This design comes from an exercise in tuning for small area, a short achievable clock period and few clock cycles per item on the open sky130 flow, not from production work.
At most, simulation tests tie the RTL to the original design; equivalence was not proved.
Function not checked in runs 2 to 6: the RTL went through the layout flow alone.
Power and IR drop assume default switching activity.

===== flow/run.sh =====
#!/bin/bash
# synth_recipe.tcl (not shown) runs the flow's synth.tcl, then flattens the netlist and writes it again
# the make line also repeats each setting of config.mk as NAME=value (left out here)
make -C /OpenROAD-flow-scripts/flow DESIGN_CONFIG=/design/flow/config.mk WORK_HOME=/design/flow/orfs CLKGATE_MAP_FILE= SYNTH_SCRIPT=/design/flow/synth_recipe.tcl finish

===== flow/config.mk =====
export PLATFORM = sky130hd
export DESIGN_NAME = nn_frame_classifier
export DESIGN_NICKNAME = nn_frame_classifier
export VERILOG_FILES = /design/flow/design.v
export SDC_FILE = /design/flow/constraint.sdc
export NUM_CORES = 4
export LEC_CHECK = 0
export CAP_MARGIN = 20
export CORE_AREA = 10 10 710 710
export DIE_AREA = 0 0 720 720
export SLEW_MARGIN = 20

===== flow/constraint.sdc =====
create_clock -name core_clock -period 14.0 [get_ports {clk}]
set_input_delay 2.8000 -clock core_clock [delete_from_list [all_inputs] [get_ports {clk}]]
set_output_delay 2.8000 -clock core_clock [all_outputs]
set_load 0.01 [all_outputs]

===== flow/design.v =====
module nn_frame_classifier #(
    parameter  int ROW_BITS    = 7,
    parameter  int NUM_ROWS    = 28,
    parameter  int NUM_CLASSES = 10,
    parameter  int CLASS_W     = 4,
    parameter  int FCNT_W      = 8,
    localparam int IMG_BITS    = ROW_BITS * NUM_ROWS,
    localparam int SCORE_W     = $clog2(IMG_BITS + 1)
) (
    input  logic                            clk,
    input  logic                            rst,
    input  logic [ROW_BITS-1:0]             row_in,
    input  logic                            row_valid,
    output logic                            row_ready,
    input  logic                            frame_abort,
    input  logic [NUM_CLASSES*IMG_BITS-1:0] templates,
    output logic                            result_valid,
    input  logic                            result_ack,
    output logic [CLASS_W-1:0]              class_out,
    output logic [SCORE_W-1:0]              class_score,
    output logic                            busy,
    output logic [FCNT_W-1:0]               frame_count
);
    localparam int RC_W = (NUM_ROWS > 1) ? $clog2(NUM_ROWS) : 1;
    localparam logic [RC_W-1:0]    LAST_ROW = RC_W'(NUM_ROWS - 1);
    localparam logic [CLASS_W-1:0] LAST_CLS = CLASS_W'(NUM_CLASSES - 1);
    typedef enum logic [1:0] {
        S_LOAD  = 2'd0,
        S_SCORE = 2'd1,
        S_HOLD  = 2'd2
    } state_t;
    state_t state, state_next;
    logic [RC_W-1:0]     row_cnt;
    logic [CLASS_W-1:0]  cls_cnt;
    logic [IMG_BITS-1:0] image;
    logic [CLASS_W-1:0]  best_cls;
    logic [SCORE_W-1:0]  best_score;
    logic [IMG_BITS-1:0] tpl_sel;
    logic [IMG_BITS-1:0] match_bits;
    logic [SCORE_W-1:0]  cur_score;
    logic                take_cur;
    logic [CLASS_W-1:0]  fin_cls;
    logic [SCORE_W-1:0]  fin_score;
    logic                row_accept;
    assign row_ready    = (state == S_LOAD) && !rst;
    assign busy         = (state == S_SCORE);
    assign result_valid = (state == S_HOLD);
    assign row_accept = (state == S_LOAD) && row_valid && !frame_abort;
    always_comb begin
        tpl_sel    = templates[int'(cls_cnt)*IMG_BITS +: IMG_BITS];
        match_bits = ~(image ^ tpl_sel);
        cur_score  = '0;
        for (int i = 0; i < IMG_BITS; i++) begin
            cur_score = cur_score + SCORE_W'(match_bits[i]);
        end
    end
    always_comb begin
        take_cur  = (cls_cnt == '0) || (cur_score > best_score);
        fin_cls   = take_cur ? cls_cnt   : best_cls;
        fin_score = take_cur ? cur_score : best_score;
    end
    always_ff @(posedge clk) begin
        if (rst) begin
            state <= S_LOAD;
        end else begin
            state <= state_next;
        end
    end
    always_comb begin
        state_next = state;
        unique case (state)
            S_LOAD: begin
                if (row_accept && (row_cnt == LAST_ROW)) begin
                    state_next = S_SCORE;
                end
            end
            S_SCORE: begin
                if (cls_cnt == LAST_CLS) begin
                    state_next = S_HOLD;
                end
            end
            S_HOLD: begin
                if (result_ack) begin
                    state_next = S_LOAD;
                end
            end
            default: state_next = S_LOAD;
        endcase
        if (frame_abort) begin
            state_next = S_LOAD;
        end
    end
    always_ff @(posedge clk) begin
        if (!rst && row_accept) begin
            image[int'(row_cnt)*ROW_BITS +: ROW_BITS] <= row_in;
        end
    end
    always_ff @(posedge clk) begin
        if (rst) begin
            row_cnt     <= '0;
            cls_cnt     <= '0;
            best_cls    <= '0;
            best_score  <= '0;
            class_out   <= '0;
            class_score <= '0;
            frame_count <= '0;
        end else if (frame_abort) begin
            row_cnt <= '0;
            cls_cnt <= '0;
        end else begin
            unique case (state)
                S_LOAD: begin
                    if (row_valid) begin
                        if (row_cnt == LAST_ROW) begin
                            row_cnt    <= '0;
                            cls_cnt    <= '0;
                            best_cls   <= '0;
                            best_score <= '0;
                        end else begin
                            row_cnt <= row_cnt + RC_W'(1);
                        end
                    end
                end
                S_SCORE: begin
                    best_cls   <= fin_cls;
                    best_score <= fin_score;
                    if (cls_cnt == LAST_CLS) begin
                        class_out   <= fin_cls;
                        class_score <= fin_score;
                        cls_cnt     <= '0;
                    end else begin
                        cls_cnt <= cls_cnt + CLASS_W'(1);
                    end
                end
                S_HOLD: begin
                    if (result_ack) begin
                        frame_count <= frame_count + FCNT_W'(1);
                    end
                end
                default: ;
            endcase
        end
    end
endmodule

==> reports/qor.txt, run 1 <==
Initial core utilization: 0.0651
Worst-margin pin slew: 1230 ps
Startpoint types: input port
Cts bufs inserted: 25
Hold Crit Endpoint: best_cls[3]$_SDFFE_PP0P_
Hold crit path type: register to register
TritonCTS clock tree: yes
Ports: 1,995
Syn Area/Cell: 12.8 um2
Root Buffer: clkbuf_16
Clock sinks: 239
Synth-to-layout area growth: 94.8%
Htree depth: 1
Crit-path slowest cell: mux4_2
Origin of the critical flop-to-flop path: cls_cnt[0]$_SDFFE_PP0P_
Initial antenna violation count: 570
Clock-pin slew of the registers on the worst-case setup and hold paths: 60 ps
Maximum VDD drop: 0.00251 V
Critical path endpoint category: register
CP required: 14,520 ps
Post-synth EDFFs: 196
Pins Over Slew Limit: 0
Routed wire per std cell: 40.6 um
Post-CTS setup buffer count: 0
Min-delay src: best_cls[3]$_SDFFE_PP0P_
PnR worst setup slack: 655 ps
Worst-Skew Late Latency: 600 ps
Vias per cell: 3.19
PD cells: 369 nW/um2
CP Class: input port to register
First-pass GRT wire length: 528,000 um
Final setup fails: 0
HPWL Detailed: 419,000 um
Flop2flop setup slack: 1760 ps
Port bufs: 1,994
Tmin final: 13,350 ps
Yosys reg bits: 239
GRT overflow: 0
Largest net degree at the start of global routing: 94
Post-CTS Resized: 0
Worst Path Max Fanout: 7
Worst slew margin: 0.182
# nets final: 6,694
Status: timing/DRC/antenna clean
# hold bufs at CTS: 0
Unique masters post-synth: 56
Routed WL: 452,000 um
Highest clock rate: 74.9 MHz
Synth Net Count: 4,689
Final antenna-violating net count: 0
Chip height: 720 um
Share of post-route cells with drive strength above 1: 0.172
DRT Pass-1 Iters: 5
Total die area: 518,000 um2
Mapped Cells: 2,487
FFs w/ async S/R, synth: 0
Register-to-Register Path Depth: 39
DRC errors left: 0
Worst hold path depth: 1
Via count: 35,501
Clock Tree Buf Depth: 3
Period utilization: 0.953
Max Cap Viol: 0
Routability cong.: 0.989
Core Rows: 257
Total power: 22.9 mW
Total GRT Usage: 0.165
Static leakage: 18.9 nW
Register area share after synthesis: 0.212
Final Hold Fails: 0
Setup Slack @ Placement: -22.4 ps
WHS: 484 ps
Critical path arrival: 13,860 ps
Post-Syn Area: 31,800 um2
Width of the die: 720 um
RSZ-0062 raised after global routing: false
Reg-to-Reg End: best_score[5]$_SDFFE_PP0P_
CORE AREA: 489,000 um2
Number of global-route vias before repair: 34,884
Most numerous cell on the critical path: fa_1
Synthesis Warnings: 1
Final Skew: 32.6 ps
Top_reg_cell synth: edfxtp_1
Max incr delay on CP: 590 ps
Starting DRT DRC Count: 3,537
## stage by stage
| stage | cell area, um2 | cells | setup TNS (ps) | util |
|---|---|---|---|---|
| after global routing | 61900 | 11055 | 0 | 0.126 |
| after floorplan | 31800 | 2487 | 0 | - |
| final | 62100 | 11133 | 0 | 0.127 |
| after global placement | 60700 | 10939 | -2440 | 0.124 |
| after detailed placement | 60800 | 10940 | -110 | 0.124 |
| after CTS | 61700 | 10986 | 0 | 0.126 |
## worst max-delay path by stage
stage / end / start / slack [ps]
after global routing: best_score[5]$_SDFFE_PP0P_ / templates[251] / 230
after floorplan: best_cls[0]$_SDFFE_PP0P_ / templates[1471] / 1750
final: best_score[5]$_SDFFE_PP0P_ / templates[487] / 650
after global placement: best_score[5]$_SDFFE_PP0P_ / templates[251] / -140
after detailed placement: best_score[2]$_SDFFE_PP0P_ / templates[919] / -20
after CTS: best_score[2]$_SDFFE_PP0P_ / templates[919] / 580
## sequential cells by signal, summed over array words and instances, names as in the netlist
name	flops
image	196
best_score	8
class_score	8
frame_count	8
row_cnt	5
best_cls	4
class_out	4
cls_cnt	4
state	2
## metal layers
metal,vias to the layer above,GRT usage,wire (um)
met5,-,0,1770
met4,276,0.0549,19100
met3,958,0.0691,46400
met2,2596,0.283,217000
met1,17680,0.185,168000
li1,13991,-,-
## power by group
group | internal, mW | leakage, nW | switching [mW]
clock network | 0.463 | 0.446 | 0.329
registers | 0.782 | 2.15 | 0.00995
logic | 9.84 | 16.3 | 11.4
## worst max-delay path: cells and delay by family
kind | cells | cell delay [ps]
fa+ha+maj | 14 | 6470
compound gates | 10 | 1920
buf+inv | 9 | 1190
mux | 2 | 1060
xor+xnor | 2 | 430
## Yosys cell counts, drive strengths merged (2+ instances only)
cell / number / area (um2)
xor2: 111 / 972
a21o: 2 / 15.0
o2bb2ai: 2 / 17.5
nand3b: 5 / 37.5
nor2b: 8 / 50.1
and3: 3 / 23.8
nor2: 47 / 184
ha: 48 / 601
o22ai: 198 / 1240
inv: 180 / 676
clkbuf: 110 / 413
dfxtp: 43 / 861
nand3: 24 / 125
nand4: 5 / 31.3
fa: 182 / 3640
buf: 122 / 592
nand2: 11 / 41.3
a21oi: 15 / 75.1
xnor2: 106 / 928
o211ai: 2 / 15.0
nor3: 11 / 75.1
a22o: 109 / 955
mux2i: 406 / 4060
nand2b: 7 / 43.8
o21ai: 3 / 15.0
a211oi: 9 / 67.6
o21a: 2 / 15.0
mux2: 98 / 1130
nor3b: 3 / 27.5
edfxtp: 196 / 5890
and2: 14 / 90.1
mux4: 392 / 8830
## cells by family after synthesis
family,count (synthesis),synth area share
buffers and inverters,412,0.0528
and+or+nand+nor,144,0.0245
muxes,896,0.440
adders and majority gates,230,0.133
xor gates and xnor gates,217,0.0597
DFF,239,0.212
AOI/OAI and AO/OA,349,0.0777
## cells in the final DEF (no fill, tap or decap), types with 5 or more instances in the layout
master	synthesis	layout
nand4_1	5	5
xor2_1	111	111
mux2_4	7	7
bufinv_16	0	7
buf_12	0	18
nand2_1	11	11
nor3_2	4	5
dfxtp_1	43	39
and2_1	13	12
diode_2	0	147
nor3_1	7	6
nor2_1	44	44
clkbuf_1	110	5
a22o_1	109	109
o22ai_1	198	196
ha_1	48	48
a21oi_1	15	15
mux4_2	392	392
buf_4	5	198
nand3b_1	5	5
mux2_2	90	90
nand3_1	23	23
clkbuf_16	0	25
inv_1	180	180
fa_1	182	182
xnor2_1	106	106
edfxtp_1	196	196
buf_2	86	7
a211oi_1	9	9
mux2i_1	406	406
nor2b_1	8	7
clkdlybuf4s50_1	0	1987
nand2b_1	7	7
## layout make-up
class / instances / area (um2)
Fill cell: 55381 / 427000
Multi-Input combinational cell: 1836 / 23400
Inverter: 180 / 676
Sequential cell: 239 / 6760
Clock inverter: 16 / 288
Clock buffer: 30 / 644
Tap cell: 6475 / 8100
Timing Repair Buffer: 2210 / 21800
Antenna cell: 147 / 368
Testbench counts, summed over its fixed seeds: cycles 12,480, items 320.
==> inputs of run 2 (changes only) <==
==> flow/design.v (replaced) <==
module nn_frame_classifier #(
    parameter  int ROW_BITS    = 7,
    parameter  int NUM_ROWS    = 28,
    parameter  int NUM_CLASSES = 10,
    parameter  int CLASS_W     = 4,
    parameter  int FCNT_W      = 8,
    localparam int IMG_BITS    = ROW_BITS * NUM_ROWS,
    localparam int SCORE_W     = $clog2(IMG_BITS + 1)
) (
    input  logic                            clk,
    input  logic                            rst,
    input  logic [ROW_BITS-1:0]             row_in,
    input  logic                            row_valid,
    output logic                            row_ready,
    input  logic                            frame_abort,
    input  logic [NUM_CLASSES*IMG_BITS-1:0] templates,
    output logic                            result_valid,
    input  logic                            result_ack,
    output logic [CLASS_W-1:0]              class_out,
    output logic [SCORE_W-1:0]              class_score,
    output logic                            busy,
    output logic [FCNT_W-1:0]               frame_count
);
    localparam int RC_W = (NUM_ROWS > 1) ? $clog2(NUM_ROWS) : 1;
    localparam logic [RC_W-1:0] LAST_ROW = RC_W'(NUM_ROWS - 1);
    localparam int POP_W = $clog2(ROW_BITS + 1);
    logic                hold;
    logic [RC_W-1:0]     row_cnt;
    logic [SCORE_W-1:0]  acc [NUM_CLASSES];
    logic                row_accept;
    logic [ROW_BITS-1:0] tpl_row [NUM_CLASSES];
    logic [ROW_BITS-1:0] match [NUM_CLASSES];
    logic [POP_W-1:0]    pop [NUM_CLASSES];
    assign row_ready    = !hold && !rst;
    assign result_valid = hold;
    assign busy         = !(row_ready || result_valid);
    assign row_accept = !hold && row_valid && !frame_abort && !rst;
    logic [NUM_ROWS-1:0] tcol [NUM_CLASSES][ROW_BITS];
    always_comb begin
        for (int c = 0; c < NUM_CLASSES; c++) begin
            for (int i = 0; i < ROW_BITS; i++) begin
                for (int r = 0; r < NUM_ROWS; r++) begin
                    tcol[c][i][r] = templates[c*IMG_BITS + r*ROW_BITS + i];
                end
            end
        end
    end
    always_comb begin
        for (int c = 0; c < NUM_CLASSES; c++) begin
            for (int i = 0; i < ROW_BITS; i++) begin
                tpl_row[c][i] = tcol[c][i][row_cnt];
            end
            match[c]   = ~(row_in ^ tpl_row[c]);
            pop[c]     = '0;
            for (int i = 0; i < ROW_BITS; i++) begin
                pop[c] = pop[c] + POP_W'(match[c][i]);
            end
        end
    end
    always_ff @(posedge clk) begin
        if (row_accept) begin
            for (int c = 0; c < NUM_CLASSES; c++) begin
                acc[c] <= ((row_cnt == '0) ? SCORE_W'(0) : acc[c]) + SCORE_W'(pop[c]);
            end
        end
    end
    always_ff @(posedge clk) begin
        if (rst) begin
            hold        <= 1'b0;
            row_cnt     <= '0;
            frame_count <= '0;
        end else if (frame_abort) begin
            hold    <= 1'b0;
            row_cnt <= '0;
        end else if (!hold) begin
            if (row_valid) begin
                if (row_cnt == LAST_ROW) begin
                    row_cnt <= '0;
                    hold    <= 1'b1;
                end else begin
                    row_cnt <= row_cnt + RC_W'(1);
                end
            end
        end else if (result_ack) begin
            hold        <= 1'b0;
            frame_count <= frame_count + FCNT_W'(1);
        end
    end
    logic                   ge [NUM_CLASSES][NUM_CLASSES];
    logic [NUM_CLASSES-1:0] win;
    always_comb begin
        for (int a = 0; a < NUM_CLASSES; a++) begin
            for (int b = 0; b < NUM_CLASSES; b++) begin
                ge[a][b] = (acc[a] >= acc[b]);
            end
        end
        for (int c = 0; c < NUM_CLASSES; c++) begin
            win[c] = 1'b1;
            for (int j = 0; j < NUM_CLASSES; j++) begin
                if (j < c) win[c] = win[c] & !ge[j][c];
                if (j > c) win[c] = win[c] & ge[c][j];
            end
        end
        class_out   = '0;
        class_score = '0;
        for (int c = 0; c < NUM_CLASSES; c++) begin
            class_out   = class_out   | (win[c] ? CLASS_W'(c) : '0);
            class_score = class_score | (win[c] ? acc[c]      : '0);
        end
    end
endmodule
==> run 2 against run 1 <==
Against the previous run:
- wire length fell by 24%
- highest routed layer unchanged
- fmax rose by 58%
- setup slack improved by 4900 ps
- sequential power fell by 43%
- critical endpoint is now class_score[3]
- critical path depth fell by 25
- hold slack improved by 74 ps
- via count fell by 1.8%
- area after synthesis fell by 3.6%
- first-iteration DRC count fell by 26%
- cell area fell by 4.4%
==> reports/qor.txt, run 2 <==
Syn Area/Cell: 11.5 um2 (was 12.8 um2)
Hold crit path type: register to register (unchanged)
Filler cell count: 55,495 (was 55,381)
Starting DRT DRC Count: 2,623 (was 3,537)
Worst-Skew Late Latency: 440 ps (was 600 ps)
Top_reg_cell synth: edfxtp_1 (unchanged)
Placed Cells incl. Taps: 11,031 (was 10,940)
Via count: 34,847 (was 35,501)
PnR worst setup slack: 5560 ps (was 655 ps)
Register area share after synthesis: 0.0874 (was 0.212)
Reg area: 2700 um2 (was 6760 um2)
TritonCTS clock tree: yes (unchanged)
CP required: 11,200 ps (was 14,520 ps)
Clock Tree Buf Depth: 2 (was 3)
Yosys reg bits: 94 (was 239)
Total GRT Usage: 0.125 (was 0.165)
GRT overflow: 0 (unchanged)
Period utilization: 0.603 (was 0.953)
Critical path arrival: 5640 ps (was 13,860 ps)
Routed wire per std cell: 30.7 um (was 40.6 um)
Critical path endpoint category: output port (was register)
Post-CTS Resized: 0 (unchanged)
# hold bufs at CTS: 0 (unchanged)
Area leader, netlist: mux4_2 (unchanged)
DRC errors left: 0 (unchanged)
Clock-pin slew of the registers on the worst-case setup and hold paths: 90 ps (was 60 ps)
Port bufs: 1,994 (unchanged)
Static leakage: 18.8 nW (was 18.9 nW)
Chip height: 720 um (unchanged)
Setup Slack @ Placement: 5300 ps (was -22.4 ps)
Met1 Use GR: 0.155 (was 0.185)
Commonest cells in the netlist: mux4_2 (560), ha_1 (433), inv_1 (168), o21ai_0 (156), nand2_1 (151) (was mux2i_1 (406), mux4_2 (392), o22ai_1 (198), edfxtp_1 (196), fa_1 (182))
Routability cong.: 0.913 (was 0.989)
Vias per cell: 3.12 (was 3.19)
First-pass GRT wire length: 421,000 um (was 528,000 um)
Synth Net Count: 5,115 (was 4,689)
Worst slew margin: 0.209 (was 0.182)
Final setup fails: 0 (unchanged)
Total die area: 518,000 um2 (unchanged)
# nets final: 7,013 (was 6,694)
Cts bufs inserted: 9 (was 25)
Width of the die: 720 um (unchanged)
Htree depth: 3 (was 1)
Synthesis Warnings: 7 (was 1)
PD cells: 46.0 nW/um2 (was 369 nW/um2)
Largest net degree at the start of global routing: 97 (was 94)
Status: timing/DRC/antenna clean (unchanged)
Most frequent cells in the layout: clkdlybuf4s50_1 (1,992), mux4_2 (560), ha_1 (433), inv_1 (168), nand2_1 (151) (was clkdlybuf4s50_1 (1,987), mux2i_1 (406), mux4_2 (392), buf_4 (198))
Total power: 2.73 mW (was 22.9 mW)
Final Skew: 12.9 ps (was 32.6 ps)
FFs w/ async S/R, synth: 0 (unchanged)
Maximum VDD drop: 0.0000461 V (was 0.00251 V)
Core Rows: 257 (unchanged)
Ports: 1,995 (unchanged)
M3 GR Usage: 0.0395 (was 0.0691)
Max Cap Viol: 0 (unchanged)
Post-synth EDFFs: 80 (was 196)
Initial antenna violation count: 181 (was 570)
Worst Path Max Fanout: 7 (unchanged)
Pins Over Slew Limit: 0 (unchanged)
WHS: 558 ps (was 484 ps)
Root Buffer: clkbuf_16 (unchanged)
Main area contributors after synthesis: mux4_2 (41%), ha_1 (18%), edfxtp_1 (7.8%) (was mux4_2 (28%), edfxtp_1 (18%), mux2i_1 (13%))
Most common cell after layout, fill and taps aside: clkdlybuf4s50_1 (unchanged)
Sum Neg Setup Slack: 0 ps (unchanged)
Startpoint types: register (was input port)
Placed inst area: 58,800 um2 (was 60,800 um2)
Tmin final: 8440 ps (was 13,350 ps)
Worst-margin pin slew: 1150 ps (was 1230 ps)
CORE AREA: 489,000 um2 (unchanged)
Top Registers: acc: 80 flops, frame_count: 8 flops, row_cnt: 5 flops
RSZ-0062 raised after global routing: false (unchanged)
Highest clock rate: 118 MHz (was 74.9 MHz)
Routed WL: 343,000 um (was 452,000 um)
Max reg flops: 80 (was 196)
Area taken by multi-input logic gates: 26,700 um2 (was 23,400 um2)
Final antenna-violating net count: 0 (unchanged)
Core Util, Final: 0.121 (was 0.127)
Post-CTS setup buffer count: 0 (unchanged)
Share of post-route cells with drive strength above 1: 0.150 (was 0.172)
GR peak layer: met2 (unchanged)
DRT Pass-1 Iters: 6 (was 5)
Unique masters post-synth: 73 (was 56)
GR Layer Usage met2: 0.211 (was 0.283)
Post-Syn Area: 30,700 um2 (was 31,800 um2)
Synth-to-layout area growth: 93.3% (was 94.8%)
Most common cell in the netlist: mux4_2 (was mux2i_1)
Fin cells: 11,159 (was 11,133)
Synth top area share: 0.411 (was 0.277)
HPWL Detailed: 309,000 um (was 419,000 um)
Clock sinks: 94 (was 239)
Initial core utilization: 0.0628 (was 0.0651)
Fin area: 59,300 um2 (was 62,100 um2)
Largest Register: acc (was image)
Final Hold Fails: 0 (unchanged)
Number of global-route vias before repair: 36,179 (was 34,884)
CP Class: register to output port (was input port to register)
Mapped Cells: 2,670 (was 2,487)
run 2: cell count changes after synthesis, moves of 116 or more:
cell / delta
o22ai_1: -197
mux2i_1: -265
mux4_2: +168
o21ai_0: +153
nand2_1: +140
edfxtp_1: -116
ha_1: +385
fa_1: -142
run 2: metal layers:
metal / up-vias / part of all wire
met5: - / 0.0010
met4: 56 / 0.032
met3: 360 / 0.085
met2: 1951 / 0.47
met1: 17664 / 0.41
li1: 14816 / -
run 2: cell families (layout without fill, tap and decap cells):
logic type | Yosys count | after routing | synth area share
xor+xnor | 140 | 140 | 0.0399
simple gates | 473 | 473 | 0.0754
mux | 701 | 701 | 0.457
other cells | 0 | 111 | 0
fa+ha+maj | 473 | 473 | 0.202
buf+inv | 349 | 2252 | 0.0443
compound gates | 440 | 440 | 0.0939
flops | 94 | 94 | 0.0874
run 2: path summary, 6_finish.rpt:
check	depth (start not counted)	from	end	slack [ps]
hold reg to reg	2	frame_count[6]$_SDFFE_PP0P_	frame_count[6]$_SDFFE_PP0P_	560
setup / recovery	12	acc[4][2]$_DFFE_PP_	class_score[3]	5560
hold / removal	2	frame_count[6]$_SDFFE_PP0P_	frame_count[6]$_SDFFE_PP0P_	560
setup reg to reg	19	row_cnt[1]$_SDFFE_PP0P_	acc[4][6]$_DFFE_PP_	6580
run 2: area by class of cell:
class	count	area share
Antenna cell	111	0.00468
Clock buffer	9	0.00379
Clock inverter	7	0.00124
Inverter	168	0.0106
Multi-Input combinational cell	2227	0.451
Sequential cell	94	0.0455
Tap cell	6475	0.137
Timing Repair Buffer	2068	0.347
run 2: power by group:
group,switching [mW],internal [mW],total [mW],leakage (nW)
Combinational,0.909,1.08,1.99,17.8
Sequential,0.0844,0.365,0.450,0.865
Clock,0.170,0.127,0.297,0.141
Total,1.16,1.57,2.73,18.8
run 2: critical path, cell delays in order (launching register included):
cell             delay, ps
edfxtp_1               750
inv_1                  300
ha_1                   350
o21a_1                 120
nor2_1                  40
o311ai_1               870
o21ai_1                150
nor4b_1                650
and3_1                 390
a221o_1                210
a2111oi_1               90
o211ai_1               230
clkdlybuf4s50_1       1020
==> inputs of run 3 (changes only) <==
--- a/flow/design.v
+++ b/flow/design.v
@@ -35,6 +35,10 @@
     assign result_valid = hold;
     assign busy         = !(row_ready || result_valid);
     assign row_accept = !hold && row_valid && !frame_abort && !rst;
+    logic [NUM_ROWS-1:0] row_oh;
+    always_comb begin
+        for (int r = 0; r < NUM_ROWS; r++) row_oh[r] = (row_cnt == RC_W'(r));
+    end
     logic [NUM_ROWS-1:0] tcol [NUM_CLASSES][ROW_BITS];
     always_comb begin
         for (int c = 0; c < NUM_CLASSES; c++) begin
@@ -48,7 +52,7 @@
     always_comb begin
         for (int c = 0; c < NUM_CLASSES; c++) begin
             for (int i = 0; i < ROW_BITS; i++) begin
-                tpl_row[c][i] = tcol[c][i][row_cnt];
+                tpl_row[c][i] = |(tcol[c][i] & row_oh);
             end
             match[c]   = ~(row_in ^ tpl_row[c]);
             pop[c]     = '0;
@@ -86,12 +90,20 @@
             frame_count <= frame_count + FCNT_W'(1);
         end
     end
+    function automatic logic ge_f(input logic [SCORE_W-1:0] a, input logic [SCORE_W-1:0] b);
+        logic r;
+        r = 1'b1;
+        for (int k = 0; k < SCORE_W; k++) begin
+            r = (a[k] & ~b[k]) | (a[k] & r) | (~b[k] & r);
+        end
+        ge_f = r;
+    endfunction
     logic                   ge [NUM_CLASSES][NUM_CLASSES];
     logic [NUM_CLASSES-1:0] win;
     always_comb begin
         for (int a = 0; a < NUM_CLASSES; a++) begin
             for (int b = 0; b < NUM_CLASSES; b++) begin
-                ge[a][b] = (acc[a] >= acc[b]);
+                ge[a][b] = ge_f(acc[a], acc[b]);
             end
         end
         for (int c = 0; c < NUM_CLASSES; c++) begin
==> flow/flow/run.sh (new file) <==
#!/bin/bash
# Standard layout, with the smallest buffer on every port instead of the
# delay cell buffer_ports picks by default.
set -e
export BUFFER_PORTS_ARGS="-buffer_cell sky130_fd_sc_hd__buf_1"
bash standard.sh > standard.log 2>&1
==> flow/standard.sh (new file) <==
#!/bin/bash
# synth_recipe.tcl (not shown) runs the flow's synth.tcl, then flattens the netlist and writes it again
# the make line also repeats each setting of config.mk as NAME=value (left out here)
make -C /OpenROAD-flow-scripts/flow DESIGN_CONFIG=/design/flow/config.mk WORK_HOME=/design/flow/orfs CLKGATE_MAP_FILE= SYNTH_SCRIPT=/design/flow/synth_recipe.tcl "${@:-finish}"
removed: flow/run.sh
==> run 3 against run 2 <==
Against the previous run:
- largest cell class unchanged
- sequential share of layout area rose by 1.9 points
- area after synthesis fell by 22%
- core utilization fell by 3.7 points
- register-to-register slack got worse by 490 ps
- sequential power grew 4.9%
- synthesized cell count rose by 19%
- critical endpoint is now class_score[4]
- clock-buffer cell count unchanged
- hold slack worse by 33 ps
- setup slack worse by 510 ps
- critical path depth fell by 1
- first-iteration DRC count increased by 130%
- cell count increased by 5.4%
==> reports/qor.txt, run 3 <==
Port bufs: 1,994 (unchanged)
Synth Net Count: 5,275 (was 5,115)
Fin cells: 11,764 (was 11,159)
Final setup fails: 0 (unchanged)
Total GRT Usage: 0.179 (was 0.125)
Largest family of logic cells by synthesized area: compound AO/OA/AOI/OAI gates (was multiplexers)
Highest clock rate: 112 MHz (was 118 MHz)
Final antenna-violating net count: 0 (unchanged)
Sum Neg Setup Slack: 0 ps (unchanged)
Total die area: 518,000 um2 (unchanged)
Ports: 1,995 (unchanged)
Origin of the critical flop-to-flop path: row_cnt[2]$_SDFFE_PP0P_ (was row_cnt[1]$_SDFFE_PP0P_)
FFs w/ async S/R, synth: 0 (unchanged)
Initial antenna violation count: 277 (was 181)
CP required: 11,200 ps (about the same)
TritonCTS clock tree: yes (unchanged)
Synth top area share: 0.181 (was 0.411)
Final Hold Fails: 0 (unchanged)
Status: timing/DRC/antenna clean (unchanged)
Worst Path Max Fanout: 17 (was 7)
Reg area: 2680 um2 (was 2700 um2)
Register-to-Register Path Depth: 21 (was 19)
Routed WL: 494,000 um (was 343,000 um)
Via count: 43,338 (was 34,847)
Register area share after synthesis: 0.112 (was 0.0874)
Number of global-route vias before repair: 41,622 (was 36,179)
Simple-gate share of the synthesized area: 0.185 (was 0.0754)
Post-Syn Area: 23,900 um2 (was 30,700 um2)
Initial core utilization: 0.0488 (was 0.0628)
Flop2flop setup slack: 6090 ps (was 6580 ps)
Area taken by multi-input logic gates: 19,800 um2 (was 26,700 um2)
Most common cell in the netlist: a22oi_1 (was mux4_2)
Startpoint types: register (unchanged)
Worst slew margin: 0.114 (was 0.209)
Chip height: 720 um (unchanged)
Min-delay src: frame_count[7]$_SDFFE_PP0P_ (was frame_count[6]$_SDFFE_PP0P_)
Top Registers: acc: 80 flops, frame_count: 8 flops, row_cnt: 5 flops (unchanged)
Post-synthesis mux area share: 0.000419 (was 0.457)
Critical path arrival: 6150 ps (was 5640 ps)
Root Buffer: clkbuf_16 (unchanged)
Yosys reg bits: 94 (unchanged)
Post-CTS Resized: 0 (unchanged)
Unique masters post-synth: 86 (was 73)
HPWL Detailed: 436,000 um (was 309,000 um)
Total power: 2.00 mW (was 2.73 mW)
Hold Crit Endpoint: frame_count[7]$_SDFFE_PP0P_ (was frame_count[6]$_SDFFE_PP0P_)
Main area contributors after synthesis: a22oi_1 (18%), edfxtp_1 (10%), a221oi_1 (8.5%) (was mux4_2 (41%), ha_1 (18%), edfxtp_1 (7.8%))
CP Class: register to output port (unchanged)
Mapped Cells: 3,187 (was 2,670)
Worst-Skew Late Latency: 430 ps (was 440 ps)
Commonest cells in the netlist: a22oi_1 (575), a221oi_1 (231), clkbuf_1 (229), a22o_1 (220), nor2_1 (155) (was mux4_2 (560), ha_1 (433), inv_1 (168), o21ai_0 (156), nand2_1 (151))
Worst hold path depth: 2 (unchanged)
Post-CTS setup buffer count: 0 (unchanged)
CORE AREA: 489,000 um2 (unchanged)
Largest net degree at the start of global routing: 69 (was 97)
Hold crit path type: register to register (unchanged)
Syn Area/Cell: 7.49 um2 (was 11.5 um2)
PD cells: 48.4 nW/um2 (was 46.0 nW/um2)
RSZ-0062 raised after global routing: false (unchanged)
Max Cap Viol: 0 (unchanged)
Static leakage: 11.3 nW (was 18.8 nW)
Core Rows: 257 (unchanged)
Final Skew: 20.7 ps (was 12.9 ps)
Clock-pin slew of the registers on the worst-case setup and hold paths: 80 ps (was 90 ps)
Pins Over Slew Limit: 0 (unchanged)
Top_reg_cell synth: edfxtp_1 (unchanged)
# hold bufs at CTS: 0 (unchanged)
Share of post-route cells with drive strength above 1: 0.0691 (was 0.150)
PnR worst setup slack: 5050 ps (was 5560 ps)
Most frequent cells in the layout: buf_1 (1,989), a22oi_1 (572), a22o_1 (219), a221oi_1 (212), buf_4 (195) (was clkdlybuf4s50_1 (1,992), mux4_2 (560), ha_1 (433), inv_1 (168), nand2_1 (151))
Starting DRT DRC Count: 6,159 (was 2,623)
Setup Slack @ Placement: 5120 ps (was 5300 ps)
Period utilization: 0.639 (was 0.603)
Clock Tree Buf Depth: 2 (unchanged)
Reg-to-Reg End: acc[2][6]$_DFFE_PP_ (was acc[4][6]$_DFFE_PP_)
Tmin final: 8950 ps (was 8440 ps)
Vias per cell: 3.68 (was 3.12)
First-pass GRT wire length: 583,000 um (was 421,000 um)
GRT overflow: 0 (unchanged)
# nets final: 7,163 (was 7,013)
Most common cell after layout, fill and taps aside: buf_1 (was clkdlybuf4s50_1)
DRT Pass-1 Iters: 10 (was 6)
XOR/XNOR Fraction of Synth Area: 0.0499 (was 0.0399)
Largest Register: acc (unchanged)
Adder-cell share of the synthesized area: 0.103 (was 0.202)
Routed wire per std cell: 42.0 um (was 30.7 um)
Cts bufs inserted: 9 (unchanged)
Clock sinks: 94 (unchanged)
Worst-margin pin slew: 1330 ps (was 1150 ps)
Width of the die: 720 um (unchanged)
Htree depth: 3 (unchanged)
Area leader, netlist: a22oi_1 (was mux4_2)
Synthesis Warnings: 7 (unchanged)
Maximum VDD drop: 0.0000679 V (was 0.0000461 V)
Critical path endpoint category: output port (unchanged)
Max reg flops: 80 (unchanged)
Filler cell count: 57,959 (was 55,495)
Synth-to-layout area growth: 73.4% (was 93.3%)
Post-synthesis compound-gate area fraction: 0.471 (was 0.0939)
Post-synth EDFFs: 80 (unchanged)
DRC errors left: 0 (unchanged)
Routability cong.: 1.03 (was 0.913)
Placed Cells incl. Taps: 11,538 (was 11,031)
run 3: cell types whose count changed after synthesis, sizes merged, moves of 77 or more:
cell,delta
a221oi,+229
a22o,+220
a22oi,+567
clkbuf,+124
ha,-357
mux2i,-140
mux4,-560
nand3,+81
nand4,+123
nor3,+77
run 3: area by class of cell:
cell class,instances,area share
Inverter,148,0.0134
Multi-Input combinational cell,2608,0.478
Clock inverter,7,0.00163
Antenna cell,209,0.0126
Clock buffer,9,0.00544
Tap cell,6475,0.196
Sequential cell,94,0.0648
Timing Repair Buffer,2214,0.228
run 3: metal layers:
metal	wire, um	GRT usage	vias up
li1	-	-	17070
met1	194000	0.212	21443
met2	223000	0.291	3759
met3	44200	0.0575	950
met4	31200	0.0892	116
met5	752	0	-
run 3: report_power, final:
group / switching [mW] / internal, mW / leakage, nW / total (mW)
Combinational: 0.763 / 0.486 / 10.2 / 1.25
Sequential: 0.106 / 0.367 / 0.861 / 0.472
Clock: 0.155 / 0.125 / 0.140 / 0.280
run 3: how the worst max path moves through the flow:
| stage | from | end | slack [ps] | cells after the start |
|---|---|---|---|---|
| after global placement | templates[462] | acc[2][6]$_DFFE_PP_ | 3920 | 19 |
| after detailed placement | templates[1939] | acc[9][6]$_DFFE_PP_ | 5120 | 19 |
| after floorplan | frame_abort | acc[0][0]$_DFFE_PP_ | 6880 | 3 |
| after global routing | acc[6][3]$_DFFE_PP_ | class_score[1] | 5260 | 11 |
| final | acc[6][3]$_DFFE_PP_ | class_score[4] | 5050 | 11 |
| after CTS | acc[6][3]$_DFFE_PP_ | class_score[0] | 5450 | 11 |
run 3: logic make-up after synthesis:
group / count (synthesis)
AO/OA/AOI/OAI: 1451
AND/OR/NAND/NOR: 834
buffers and inverters: 485
XOR/XNOR: 136
adder cells (fa/ha/maj): 186
flip-flops: 94
multiplexers: 1
run 3: through the flow:
step | instance area [um2] | utilization | hold WS [ps]
6_report | 41400 | 0.0846 | 526
5_1_grt | 41300 | 0.0844 | 569
4_1_cts | 40800 | 0.0835 | 527
3_5_place_dp | 40500 | 0.0829 | 505
3_3_place_gp | 40500 | 0.0827 | 495
2_1_floorplan | 23900 | - | 489
run 3: worst max-delay path, stage by stage (launching register included):
cell and delay, ps:
edfxtp_1 950, inv_1 360, maj3_1 440, o2111ai_1 120
a32oi_1 150, a311oi_1 950, nand4b_1 430, a211oi_2 1030
a222oi_1 280, nand3_1 170, a221o_1 280, buf_1 520
==> inputs of run 4 (changes only) <==
--- a/flow/config.mk
+++ b/flow/config.mk
@@ -8,4 +8,5 @@
 export CAP_MARGIN = 20
 export CORE_AREA = 10 10 710 710
 export DIE_AREA = 0 0 720 720
+export SETUP_SLACK_MARGIN = 5
 export SLEW_MARGIN = 20
==> run 4 against run 3 <==
Against the previous run:
- critical path depth stayed put
- combinational power hardly changed
- clock-buffer cell count stayed put
- clock power hardly changed
- hold slack stayed put
- cell area stayed put
- die area stayed put
- sequential share of layout area stayed put
- non-clock buffer count stayed put
- power stayed put
- synthesized cell count stayed put
- critical path type unchanged
- critical endpoint unchanged
==> reports/qor.txt, run 4 <==
Maximum VDD drop: 0.0000679 V (unchanged)
Startpoint types: register (unchanged)
Largest Register: acc (unchanged)
Static leakage: 11.3 nW (unchanged)
Origin of the critical flop-to-flop path: row_cnt[2]$_SDFFE_PP0P_ (unchanged)
# hold bufs at CTS: 0 (unchanged)
DRC errors left: 0 (unchanged)
# nets final: 7,163 (unchanged)
PD cells: 48.4 nW/um2 (unchanged)
Top Registers: acc: 80 flops, frame_count: 8 flops, row_cnt: 5 flops (unchanged)
Routability cong.: 1.03 (unchanged)
Root Buffer: clkbuf_16 (unchanged)
Synth top area share: 0.181 (unchanged)
Clock-pin slew of the registers on the worst-case setup and hold paths: 80 ps (about the same)
Final Hold Fails: 0 (unchanged)
Clock Tree Buf Depth: 2 (unchanged)
Post-CTS setup buffer count: 0 (unchanged)
Number of global-route vias before repair: 41,622 (unchanged)
Placed inst area: 40,500 um2 (unchanged)
Share of post-route cells with drive strength above 1: 0.0691 (unchanged)
Initial antenna violation count: 277 (unchanged)
Synth Net Count: 5,275 (unchanged)
Mapped Cells: 3,187 (unchanged)
Register area share after synthesis: 0.112 (unchanged)
Routed wire per std cell: 42.0 um (unchanged)
First-pass GRT wire length: 583,000 um (unchanged)
Area leader, netlist: a22oi_1 (unchanged)
Initial core utilization: 0.0488 (unchanged)
GRT overflow: 0 (unchanged)
Hold crit path type: register to register (unchanged)
Via count: 43,338 (unchanged)
Pins Over Slew Limit: 0 (unchanged)
Final setup fails: 0 (unchanged)
Fin area: 41,400 um2 (unchanged)
Critical path endpoint category: output port (unchanged)
Chip height: 720 um (unchanged)
Post-Syn Area: 23,900 um2 (unchanged)
Total power: 2.00 mW (unchanged)
Synth-to-layout area growth: 73.4% (unchanged)
Status: timing/DRC/antenna clean (unchanged)
CORE AREA: 489,000 um2 (unchanged)
Highest clock rate: 112 MHz (unchanged)
Period utilization: 0.639 (unchanged)
Total GRT Usage: 0.179 (unchanged)
Min-delay src: frame_count[7]$_SDFFE_PP0P_ (unchanged)
Port bufs: 1,994 (unchanged)
Worst slew margin: 0.114 (unchanged)
Routed WL: 494,000 um (unchanged)
Tmin final: 8950 ps (unchanged)
Ports: 1,995 (unchanged)
FFs w/ async S/R, synth: 0 (unchanged)
Cts bufs inserted: 9 (unchanged)
HPWL Detailed: 436,000 um (unchanged)
Unique masters post-synth: 86 (unchanged)
Most frequent cells in the layout: buf_1 (1,989), a22oi_1 (572), a22o_1 (219), a221oi_1 (212), buf_4 (195) (unchanged)
Max Cap Viol: 0 (unchanged)
Worst-Skew Late Latency: 430 ps (about the same)
Htree depth: 3 (unchanged)
Main area contributors after synthesis: a22oi_1 (18%), edfxtp_1 (10%), a221oi_1 (8.5%) (unchanged)
Synthesis Warnings: 7 (unchanged)
Worst-margin pin slew: 1330 ps (unchanged)
Width of the die: 720 um (unchanged)
Syn Area/Cell: 7.49 um2 (unchanged)
Starting DRT DRC Count: 6,159 (unchanged)
Commonest cells in the netlist: a22oi_1 (575), a221oi_1 (231), clkbuf_1 (229), a22o_1 (220), nor2_1 (155) (unchanged)
Core Rows: 257 (unchanged)
Critical path arrival: 6150 ps (about the same)
Vias per cell: 3.68 (unchanged)
Post-synth EDFFs: 80 (unchanged)
Final antenna-violating net count: 0 (unchanged)
Clock sinks: 94 (unchanged)
Largest net degree at the start of global routing: 69 (unchanged)
RSZ-0062 raised after global routing: false (unchanged)
Filler cell count: 57,959 (unchanged)
Worst Path Max Fanout: 17 (unchanged)
CP required: 11,200 ps (about the same)
CP startpoint: acc[6][3]$_DFFE_PP_ (unchanged)
Most common cell in the netlist: a22oi_1 (unchanged)
TritonCTS clock tree: yes (unchanged)
Sum Neg Setup Slack: 0 ps (unchanged)
Max reg flops: 80 (unchanged)
Final Skew: 20.7 ps (unchanged)
Top_reg_cell synth: edfxtp_1 (unchanged)
Yosys reg bits: 94 (unchanged)
Post-CTS Resized: 0 (unchanged)
DRT Pass-1 Iters: 10 (unchanged)
Most common cell after layout, fill and taps aside: buf_1 (unchanged)
Total die area: 518,000 um2 (unchanged)
CP Class: register to output port (unchanged)
[run 4: cell counts in the layout (fill, tap and decap cells not counted)]
Identical to the previous run, type by type.
[run 4: area by class of cell]
type / instances / area [um2] / share of cell area
sequential: 94 / 2680 / 0.0648
tap: 6475 / 8100 / 0.196
clock inverter: 7 / 67.6 / 0.00163
inverter: 148 / 556 / 0.0134
timing repair buffer: 2214 / 9420 / 0.228
clock buffer: 9 / 225 / 0.00544
multi-input combinational: 2608 / 19800 / 0.478
antenna: 209 / 523 / 0.0126
[run 4: cells by family (layout without fill, tap and decap cells)]
kind of cell | after synthesis | count (layout) | synth area share
AO/OA/AOI/OAI | 1451 | 1451 | 0.471
AND/OR/NAND/NOR | 834 | 834 | 0.185
buffers and inverters | 485 | 2378 | 0.0791
adder cells (fa/ha/maj) | 186 | 186 | 0.103
XOR/XNOR | 136 | 136 | 0.0499
flip-flops | 94 | 94 | 0.112
multiplexers | 1 | 1 | 0.000419
other | 0 | 209 | 0
[run 4: power by group]
group / switching (mW) / internal (mW) / leakage [nW]
Combinational: 0.763 / 0.486 / 10.2
Clock: 0.155 / 0.125 / 0.140
Sequential: 0.106 / 0.367 / 0.861
Total: 1.02 / 0.977 / 11.3
[run 4: critical path, cell delays in order, from the launching register on]
cell,delay (ps)
edfxtp_1,950
inv_1,360
maj3_1,440
o2111ai_1,120
a32oi_1,150
a311oi_1,950
nand4b_1,430
a211oi_2,1030
a222oi_1,280
nand3_1,170
a221o_1,280
buf_1,520
[run 4: metrics by stage]
step                      std cells  utilization  setup WS [ps]  hold WS, ps
after CTS                     11554       0.0835           5450          527
after global placement        11533       0.0827           3920          495
after floorplan                3187            -           6880          489
after detailed placement      11538       0.0829           5120          505
after global routing          11721       0.0844           5260          569
final                         11764       0.0846           5050          526
[run 4: worst paths after layout]
kind              cells after the start  slack, ps                           to
hold / removal                        2        530  frame_count[7]$_SDFFE_PP0P_
hold reg to reg                       2        530  frame_count[7]$_SDFFE_PP0P_
setup / recovery                     11       5050               class_score[4]
setup reg to reg                     21       6090          acc[2][6]$_DFFE_PP_
[run 4: routing by layer]
layer	routed length, um	GRT usage	part of all wire
met5	752	0	0.0015
met4	31200	0.0892	0.063
met2	223000	0.291	0.45
met3	44200	0.0575	0.090
met1	194000	0.212	0.39
==> inputs of run 5 (changes only) <==
==> flow/flow/run.sh (replaced) <==
#!/bin/bash
# Standard layout, with the smallest buffer on every port, and timing repair
# aimed at a setup slack well above what the 14 ns clock needs, so that the
# achieved period shrinks. The clock and constraints are unchanged.
set -e
export BUFFER_PORTS_ARGS="-buffer_cell sky130_fd_sc_hd__buf_1"
bash standard.sh SETUP_SLACK_MARGIN=8.5 finish > standard.log 2>&1
--- a/flow/config.mk
+++ b/flow/config.mk
@@ -8,5 +8,4 @@
 export CAP_MARGIN = 20
 export CORE_AREA = 10 10 710 710
 export DIE_AREA = 0 0 720 720
-export SETUP_SLACK_MARGIN = 5
 export SLEW_MARGIN = 20
==> run 5 against run 4 <==
Against the previous run:
- core utilization increased by 0.86 points
- register-to-register slack improved by 950 ps
- sequential power decreased by 18%
- first-iteration DRC count decreased by 1.3%
- fmax increased by 25%
- clock-buffer cell count unchanged
- cell count increased by 2.8%
- area after synthesis unchanged
- synthesized cell count unchanged
- die area unchanged
- critical path depth increased by 8
- largest cell class unchanged
==> reports/qor.txt, run 5 <==
Status: timing/DRC/antenna clean (unchanged)
Commonest cells in the netlist: a22oi_1 (575), a221oi_1 (231), clkbuf_1 (229), a22o_1 (220), nor2_1 (155) (unchanged)
Port bufs: 1,994 (unchanged)
Clock sinks: 94 (unchanged)
Worst slew margin: 0.119 (was 0.114)
Setup Slack @ Placement: 5790 ps (was 5120 ps)
First-pass GRT wire length: 596,000 um (was 583,000 um)
Crit path cell chain: buf_1 -> a22o_1 -> a221oi_2 -> nand4_1 -> nor3_2 -> xnor2_1 -> fa_1 -> fa_1 -> fa_2 -> inv_2 -> ha_4 -> inv_2 -> fa_2 -> nor2b_1 -> o21ai_1 -> nand2b_1 -> nand3_1 -> xnor2_1 -> nor2_1 (was inv_1 -> maj3_1 -> o2111ai_1 -> a32oi_1 -> a311oi_1 -> nand4b_1 -> a211oi_2 -> a222oi_1 -> nand3_1 -> a221o_1 -> buf_1)
Area leader, netlist: a22oi_1 (unchanged)
XOR/XNOR Fraction of Synth Area: 0.0499 (unchanged)
Max incr delay on CP: 600 ps (was 1030 ps)
Clock-pin slew of the registers on the worst-case setup and hold paths: 100 ps (was 80 ps)
Post-synth EDFFs: 80 (unchanged)
Total die area: 518,000 um2 (unchanged)
Main area contributors after synthesis: a22oi_1 (18%), edfxtp_1 (10%), a221oi_1 (8.5%) (unchanged)
Post-synthesis mux area share: 0.000419 (unchanged)
Core Rows: 257 (unchanged)
Simple-gate share of the synthesized area: 0.185 (unchanged)
TritonCTS clock tree: yes (unchanged)
Most common cell in the netlist: a22oi_1 (unchanged)
Synth Net Count: 5,275 (unchanged)
Largest family of logic cells by synthesized area: compound AO/OA/AOI/OAI gates (unchanged)
Clock Tree Buf Depth: 2 (unchanged)
# hold bufs at CTS: 0 (unchanged)
Final setup fails: 0 (unchanged)
Initial core utilization: 0.0488 (unchanged)
DRC errors left: 0 (unchanged)
Initial antenna violation count: 289 (was 277)
Syn Area/Cell: 7.49 um2 (unchanged)
Final antenna-violating net count: 0 (unchanged)
RSZ-0062 raised after global routing: true (was false)
Largest Register: acc (unchanged)
Final Skew: 20.5 ps (was 20.7 ps)
Share of post-route cells with drive strength above 1: 0.173 (was 0.0691)
Htree depth: 3 (unchanged)
Worst Path Max Fanout: 12 (was 17)
Static leakage: 13.0 nW (was 11.3 nW)
Tmin final: 7130 ps (was 8950 ps)
Most frequent cells in the layout: buf_1 (1,960), a22oi_1 (561), buf_4 (375), a22o_1 (215), a221oi_1 (151) (was buf_1 (1,989), a22oi_1 (572), a22o_1 (219), a221oi_1 (212), buf_4 (195))
DRT Pass-1 Iters: 8 (was 10)
Routed wire per std cell: 41.8 um (was 42.0 um)
Max reg flops: 80 (unchanged)
Pins Over Slew Limit: 0 (unchanged)
Post-Syn Area: 23,900 um2 (unchanged)
Worst-Skew Late Latency: 460 ps (was 430 ps)
GRT overflow: 0 (unchanged)
# nets final: 7,389 (was 7,163)
Unique masters post-synth: 86 (unchanged)
Register area share after synthesis: 0.112 (unchanged)
Synth top area share: 0.181 (unchanged)
Most common cell after layout, fill and taps aside: buf_1 (unchanged)
Ports: 1,995 (unchanged)
CP required: 14,200 ps (was 11,200 ps)
Largest net degree at the start of global routing: 55 (was 69)
Core Util, Final: 0.0932 (was 0.0846)
Highest clock rate: 140 MHz (was 112 MHz)
Starting DRT DRC Count: 6,079 (was 6,159)
Startpoint types: input port (was register)
Via count: 45,110 (was 43,338)
Cts bufs inserted: 9 (unchanged)
WHS: 566 ps (was 526 ps)
Critical path arrival: 7340 ps (was 6150 ps)
Worst-margin pin slew: 1320 ps (was 1330 ps)
Yosys reg bits: 94 (unchanged)
Top Registers: acc: 80 flops, frame_count: 8 flops, row_cnt: 5 flops (unchanged)
Maximum VDD drop: 0.0000599 V (was 0.0000679 V)
CORE AREA: 489,000 um2 (unchanged)
Adder-cell share of the synthesized area: 0.103 (unchanged)
Post-synthesis compound-gate area fraction: 0.471 (unchanged)
Synthesis Warnings: 7 (unchanged)
Number of global-route vias before repair: 43,187 (was 41,622)
Sum Neg Setup Slack: 0 ps (unchanged)
Vias per cell: 3.73 (was 3.68)
Max Cap Viol: 0 (unchanged)
Root Buffer: clkbuf_16 (unchanged)
Chip height: 720 um (unchanged)
CP Class: input port to register (was register to output port)
Mapped Cells: 3,187 (unchanged)
Hold crit path type: register to register (unchanged)
Routed WL: 506,000 um (was 494,000 um)
PD cells: 51.7 nW/um2 (was 48.4 nW/um2)
Critical path endpoint category: register (was output port)
Total GRT Usage: 0.183 (was 0.179)
Period utilization: 0.510 (was 0.639)
Final Hold Fails: 0 (unchanged)
Width of the die: 720 um (unchanged)
Synth-to-layout area growth: 91.1% (was 73.4%)
HPWL Detailed: 440,000 um (was 436,000 um)
Routability cong.: 1.04 (was 1.03)
FFs w/ async S/R, synth: 0 (unchanged)
Top_reg_cell synth: edfxtp_1 (unchanged)
Crit-path slowest cell: nand4_1 (was a211oi_2)
PnR worst setup slack: 6870 ps (was 5050 ps)
run 5: cell types whose count changed in the layout (fill, tap and decap cells not counted), sizes merged:
cell	previous run	this run
buf	2209	2428
diode	209	307
clkbuf	14	21
clkinv	21	19
inv	132	112
clkinvlp	2	24
run 5: final timing paths:
kind              slack [ps]                      end  depth (start not counted)                    start
setup reg to reg        7040      acc[7][6]$_DFFE_PP_                         24  row_cnt[1]$_SDFFE_PP0P_
hold reg to reg          570  row_cnt[1]$_SDFFE_PP0P_                          2  row_cnt[1]$_SDFFE_PP0P_
hold / removal           570  row_cnt[1]$_SDFFE_PP0P_                          2  row_cnt[1]$_SDFFE_PP0P_
setup / recovery        6870      acc[7][6]$_DFFE_PP_                         19          templates[1555]
run 5: worst max-delay path, delay by kind of cell:
| kind | cells | cell delay, ps |
|---|---|---|
| compound gates | 3 | 600 |
| simple gates | 6 | 1340 |
| buf+inv | 3 | 260 |
| fa+ha+maj | 5 | 1930 |
| xor+xnor | 2 | 370 |
run 5: cell families after synthesis:
kind of cell / after synthesis
buffers and inverters: 485
muxes: 1
adders and majority gates: 186
and+or+nand+nor: 834
xor gates and xnor gates: 136
DFF: 94
AOI/OAI and AO/OA: 1451
run 5: per-layer routing:
| metal | wire length, um | GRT usage | part of all wire | vias to the layer above |
|---|---|---|---|---|
| li1 | - | - | - | 17650 |
| met1 | 196000 | 0.214 | 0.39 | 22315 |
| met2 | 224000 | 0.290 | 0.44 | 3913 |
| met3 | 48000 | 0.0624 | 0.095 | 1086 |
| met4 | 36100 | 0.107 | 0.071 | 146 |
| met5 | 1220 | 0.0000907 | 0.0024 | - |
run 5: layout make-up:
cell class / count / area [um2]
diodes: 307 / 768
multi-input cells: 2608 / 21500
fillers: 57742 / 443000
flip-flops and latches: 94 / 2680
clock inverters: 7 / 67.6
well taps: 6475 / 8100
repair buffers: 2440 / 11600
inverters: 148 / 657
clock buffers: 9 / 225
run 5: metrics by stage:
| step | power (mW) | cells | cell area [um2] |
|---|---|---|---|
| 4_1_cts | 2.28 | 11733 | 44000 |
| 5_1_grt | 2.49 | 12040 | 45500 |
| 2_1_floorplan | 1.10 | 3187 | 24600 |
| 3_5_place_dp | 1.80 | 11526 | 41000 |
| 3_3_place_gp | 1.80 | 11519 | 40900 |
| 6_report | 2.36 | 12088 | 45600 |
run 5: power by group:
part / internal (mW) / switching, mW
combinational: 0.700 / 0.976
sequential: 0.366 / 0.0219
clock: 0.125 / 0.169
run 5: what timing repair did:
item,in CTS,in global routing
pin swaps,126,104
gates resized for setup,255,117
setup endpoints to repair,94,94
setup buffers,191,48
==> inputs of run 6 (changes only) <==
==> flow/flow/run.sh (replaced) <==
#!/bin/bash
# Standard layout, with the smallest buffer on every port, pins one track
# apart on a smaller die, and timing repair aimed at a setup slack well above
# what the 14 ns clock needs, so that the achieved period shrinks. The clock
# and constraints are unchanged.
set -e
export BUFFER_PORTS_ARGS="-buffer_cell sky130_fd_sc_hd__buf_1"
export PLACE_PINS_ARGS="-min_distance 1 -min_distance_in_tracks"
bash standard.sh SETUP_SLACK_MARGIN=8.5 finish > standard.log 2>&1
--- a/flow/config.mk
+++ b/flow/config.mk
@@ -6,6 +6,6 @@
 export NUM_CORES = 4
 export LEC_CHECK = 0
 export CAP_MARGIN = 20
-export CORE_AREA = 10 10 710 710
-export DIE_AREA = 0 0 720 720
+export CORE_AREA = 10 10 390 390
+export DIE_AREA = 0 0 400 400
 export SLEW_MARGIN = 20
==> run 6 against run 5 <==
Against the previous run:
- the run now fails in 5_1_grt
- area after synthesis unchanged
- synthesized cell count unchanged
==> reports/qor.txt, run 6 <==
Synth Net Count: 5,275 (unchanged)
Clock Tree Buf Depth: 2 (unchanged)
# hold bufs at CTS: 0 (unchanged)
Register area share after synthesis: 0.112 (unchanged)
Mapped Cells: 3,187 (unchanged)
Width of the die: 400 um (was 720 um)
Core Rows: 139 (was 257)
Port bufs: 1,994 (unchanged)
Most common cell in the netlist: a22oi_1 (unchanged)
Number of global-route vias before repair: 46,441
Synthesis Warnings: 7 (unchanged)
FFs w/ async S/R, synth: 0 (unchanged)
GRT overflow: 22
Post-Syn Area: 23,900 um2 (unchanged)
Commonest cells in the netlist: a22oi_1 (575), a221oi_1 (231), clkbuf_1 (229), a22o_1 (220), nor2_1 (155) (unchanged)
Top_reg_cell synth: edfxtp_1 (unchanged)
Unique masters post-synth: 86 (unchanged)
HPWL Detailed: 274,000 um (was 440,000 um)
Yosys reg bits: 94 (unchanged)
Ports: 1,995 (unchanged)
Largest net degree at the start of global routing: 71
Root Buffer: clkbuf_16 (unchanged)
Synth top area share: 0.181 (unchanged)
Routability cong.: 1.18 (was 1.04)
Post-synth EDFFs: 80 (unchanged)
Htree depth: 3 (unchanged)
Syn Area/Cell: 7.49 um2 (unchanged)
Main area contributors after synthesis: a22oi_1 (18%), edfxtp_1 (10%), a221oi_1 (8.5%) (unchanged)
Failed at: 5_1_grt
Chip height: 400 um (was 720 um)
Initial core utilization: 0.166 (was 0.0488)
Clock sinks: 94 (unchanged)
First-pass GRT wire length: 460,000 um
Cts bufs inserted: 9 (unchanged)
Log Error: [ERROR GRT-0116] Global routing finished with congestion. Check the congestion regions in the DRC Viewer.
Area leader, netlist: a22oi_1 (unchanged)
Total GRT Usage: 0.432
Status: aborted with a tool error (was timing/DRC/antenna clean)
-- run 6: how the worst max path moves through the flow --
stage          slack, ps                   to
4_1_cts             7020  acc[3][6]$_DFFE_PP_
3_5_place_dp        6250  acc[8][6]$_DFFE_PP_
2_1_floorplan       7540  acc[1][6]$_DFFE_PP_
3_3_place_gp        6120  acc[0][6]$_DFFE_PP_
-- run 6: timing repair --
item | in CTS
gates cloned | 3
resized for setup | 281
endpoints found under the setup margin | 94
pin swaps | 150
setup buffers | 220
-- run 6: cell families after synthesis --
kind of cell / share of synthesized area
AOI/OAI and AO/OA: 0.471
and+or+nand+nor: 0.185
buffers and inverters: 0.0791
adders and majority gates: 0.103
xor gates and xnor gates: 0.0499
DFF: 0.112
muxes: 0.000419
-- run 6: per-layer routing --
layer	GRT usage	GRT overflow
met5	0.0759	0
met3	0.269	0
met1	0.467	0
met4	0.382	4
met2	0.571	18
-- run 6: metrics by stage --
step	cells	util	hold WS [ps]	setup slack, ps	instance area, um2
3_3_place_gp	6856	0.239	498	6120	34200
2_1_floorplan	3187	-	489	7540	24600
4_1_cts	7099	0.262	523	7020	37600
3_5_place_dp	6860	0.239	504	6250	34300
-- run 6: power by group through the flow --
| stage | clock [mW] | sequential, mW | combinational [mW] |
|---|---|---|---|
| 4_1_cts | 0.270 | 0.391 | 1.47 |
| 3_5_place_dp | 0 | 0.463 | 1.19 |
| 3_3_place_gp | 0 | 0.465 | 1.17 |
| 2_1_floorplan | 0 | 0.384 | 0.715 |

-- port drivers added, routing unchanged --
Ports are ideal in the flow. The routed layouts listed here were re-timed in OpenROAD.
Step 1 assumes that a clkbuf_16 drives the clock port and a buf_2 every other input.
Step 2 also shifts input and output timing later by t, the mid clock arrival at the registers, as if the neighbouring blocks saw the same clock.
Slacks: no drivers / after step 1 / after step 2; pairs: no drivers / after step 1.
run | t, ns | setup slack, ns | worst hold slack (ns) | worst data-port slew with drivers (ns) | cell pins on the clock port's net
run 1 | 0.663 | 0.655 / 0.696 / 0.033 | 0.484 / 0.484 / 0.484 | 0.58 | 1
run 2 | 0.518 | 5.560 / 5.474 / 5.402 | 0.558 / 0.558 / 0.558 | 0.87 | 1
run 3 | 0.506 | 5.052 / 4.968 / 5.117 | 0.526 / 0.526 / 0.526 | 0.74 | 1
run 4 | 0.506 | 5.052 / 4.968 / 5.117 | 0.526 / 0.526 / 0.526 | 0.74 | 1
run 5 | 0.553 | 6.866 / 6.629 / 6.076 | 0.566 / 0.566 / 0.566 | 0.80 | 1
After both steps every run listed still meets setup and hold. For run 5, which loses most, drivers alone change the setup slack by -0.237 ns; drivers and shift together by -0.790 ns.
